This is an optimization exercise on Yosys and OpenROAD, whose aim is a short achievable clock period and few clock cycles, not a production implementation.
Function was checked by simulation only, so behaviour that the tests miss may differ from the original.
Power figures rest on the tool's default switching activity, not on a simulated workload.

== build 57 ==
==> flow/design.v (excerpt) <==
module rv_core #(
  parameter logic [31:0] boot_addr = 32'h0000_1000,
  parameter logic [31:0] trap_addr = 32'h0000_0100,
  parameter int unsigned num_req   = 3,
  parameter int unsigned num_loads = 4
) (
  input  logic        clk_i,
  input  logic        rst_i,
  output logic [31:0] inst_addr_o,
  input  logic [31:0] inst_data_i,
  output logic        inst_valid_o,
  input  logic        inst_ready_i,
  output logic [31:0] data_qaddr_o,
  output logic        data_qwrite_o,
  output logic [31:0] data_qdata_o,
  output logic [3:0]  data_qstrb_o,
  output logic        data_qvalid_o,
  input  logic        data_qready_i,
  input  logic [31:0] data_pdata_i,
  input  logic        data_pvalid_i
);
Size in the first run: ~170 I/O pins, roughly 170,000 µm² of cells after synthesis.
Settings: LEC_CHECK=0, ABC_CLOCK_PERIOD_IN_PS=3500, CAP_MARGIN=20, CORE_MARGIN=2, CORE_UTILIZATION=52, SLEW_MARGIN=20, SYNTH_HIERARCHICAL=1; clock period 12.5 ns.
standard.sh (not shown) runs the stock make flow with config.mk's settings and CLKGATE_MAP_FILE= SYNTH_SCRIPT=/design/flow/synth_recipe.tcl, a recipe that flattens the netlist after the stock synthesis.
==> flow/flow/run.sh <==
#!/bin/bash
# Standard layout, with timing repair aimed well below the design's period.
set -euo pipefail
bash standard.sh SETUP_SLACK_MARGIN=9.0 finish > flow_standard.log 2>&1
Status build 57: flow complete, layout not clean - max-capacitance violations, max-slew violations
Testbench counts of build 57, summed over its fixed seeds: cycles 63,391.
Setup changes, build 57 to build 58
Settings: CORE_UTILIZATION changed from 52 to 56; CAP_MARGIN changed from 20 to 40; SLEW_MARGIN changed from 20 to 40.
Notes after the runs:
The flow did not stop early for build 58: all stages ran, and the layout cleared the timing, design-rule and antenna checks. In build 58 the non-clock buffer count turned out 10% higher than in build 57. Build 57 → build 58: number of well taps decreased 368, design area rose 2.8%, fraction of standard cell area in multi-input logic saw a decrease. Build 58 gives less delay of the slowest cell on the worst path than build 57 did.
Modified inputs, build 14 compared to build 58
Settings: CORE_UTILIZATION now 52, was 56.
## What came out
Critical path depth in cells came out exactly the same in build 14 and build 58.
When build 14 is set beside build 58, its met3 wire length turns out to be 5.6% smaller.
In the flow results for build 14 and build 58, the sequential share of layout area is smaller on build 58.
Build 58 → build 14: last weighted congestion value of the routability-driven placer grew by about 1.5%, overall routed net length moved down.
Compared build 14 vs build 58, and time the worst path needs with I/O delays and setup is down in build 14.
Across both runs, post-synthesis to final-layout area growth was lower for build 14 than for build 58.
Re count of clock-buffer cells in the layout: build 14 is 1.2% down on build 58.


== the previous run ==
Another version of the RTL of rv_core (not shown whole).
Size: ~18000 cells after synthesis, about 0.17 mm² of cells after synthesis.
export LEC_CHECK = 0
export ABC_CLOCK_PERIOD_IN_PS = 3500
export CAP_MARGIN = 40
export CORE_MARGIN = 2
export CORE_UTILIZATION = 56
export SLEW_MARGIN = 40
export SYNTH_HIERARCHICAL = 1
create_clock -name core_clock -period 12.5 [get_ports {clk_i}]
==> flow/flow/run.sh <==
#!/bin/bash
# Standard layout, with timing repair aimed well below the design's period.
set -euo pipefail
bash standard.sh SETUP_SLACK_MARGIN=9.3 finish > flow_standard.log 2>&1
The previous run ended with every stage complete and zero timing, DRC or antenna violations.
Testbench counts of the previous run, summed over its fixed seeds: cycles 63,503.
The following lists how the current run was set up differently from the previous run:
==> flow/flow/run.sh <==
#!/bin/bash
# Standard layout, with timing repair aimed well below the design's period.
set -euo pipefail
bash standard.sh SETUP_SLACK_MARGIN=9.0 finish > flow_standard.log 2>&1
## What came out
Changes observed in the current run relative to the previous run: number of detailed-route iterations in the first pass has decreased, area taken by flip-flops and latches was more or less identical.
Between the previous run and the current run, via count of the first global-routing pass decreased.
The current run against the previous run: pre-CTS setup slack went down 75 ps; number of buffers between clock root and the deepest sink held; clock buffer instance count of the final layout went down 2; global-route wire length before repair went down 24 mm; fill cell total of the finished layout went up 5.2%.
Diff the previous run -> the current run: overall routing resource usage went down by 1.0 points; final cell count went down by 343; utilization went down by 3.0 points.


Setup of 12-12:
Starting RTL as in the previous note.
Settings: LEC_CHECK=0, ABC_CLOCK_PERIOD_IN_PS=3500, CAP_MARGIN=40, CORE_MARGIN=2, CORE_UTILIZATION=60, SLEW_MARGIN=40, SYNTH_HIERARCHICAL=1; clock period 12.5 ns.
==> flow/flow/run.sh <==
#!/bin/bash
# Standard layout, with timing repair aimed well below the design's period.
set -euo pipefail
bash standard.sh SETUP_SLACK_MARGIN=9.0 finish > flow_standard.log 2>&1
Testbench counts of 12-12, summed over its fixed seeds: cycles 63,503.
The inputs of 07-24 differ from those of 12-12 as listed below.
- putting CTS_CLUSTER_DIAMETER at 80 where nothing was set
- swapping 60 for 56 in CORE_UTILIZATION
- putting CTS_CLUSTER_SIZE at 20 where nothing was set
### Flow results
- Compared with 12-12, placement density in the core of 07-24 is lower.
- 07-24 ended up with reg -> reg as its critical path class; 12-12 ended up with in -> reg.
- Compared with 12-12, 07-24 shows total power lower by 5.3%.
- Between 07-24 and 12-12, it is 07-24 whose total number of cells along the worst setup path is higher, by 4.

afterwards: timing with drivers on the ports:
In the flow no input, the clock included, has a driving cell. The finished layouts below were timed again as built, in two steps.
Step 1, drivers: a clkbuf_16 drives clk_i and a buf_2 each remaining input, both assumed.
Step 2 adds t to the input delays and takes it off the output delays; t is the mean of the earliest and latest rising clock arrival at the registers after step 1. Input paths then give back, and output paths get back, about the clock's delay inside the block.
Slacks: ideal ports / drivers / drivers and shift; pairs: ideal ports / drivers.
run | t, ns | slack for setup (ns) | hold slack, ns | pins driven straight from the clock port
build 57 | 1.078 | 8.327 / 8.327 / 7.407 | 0.402 / 0.402 / 0.402 | 1
build 58 | 1.067 | 8.363 / 8.363 / 7.449 | 0.396 / 0.396 / 0.396 | 1
build 14 | 1.099 | 8.460 / 8.375 / 7.460 | 0.378 / 0.378 / 0.378 | 1
the previous run | 1.059 | 8.501 / 8.410 / 7.563 | 0.395 / 0.395 / 0.395 | 1
the current run | 1.044 | 8.510 / 8.395 / 7.588 | 0.389 / 0.389 / 0.389 | 1
12-12 | 1.052 | 8.476 / 8.411 / 7.481 | 0.395 / 0.395 / 0.395 | 1
07-24 | 1.032 | 8.464 / 8.393 / 7.545 | 0.370 / 0.370 / 0.370 | 1
The setup slack of build 14, which loses most, moves by -0.085 ns with the drivers and by -1.000 ns with both steps.
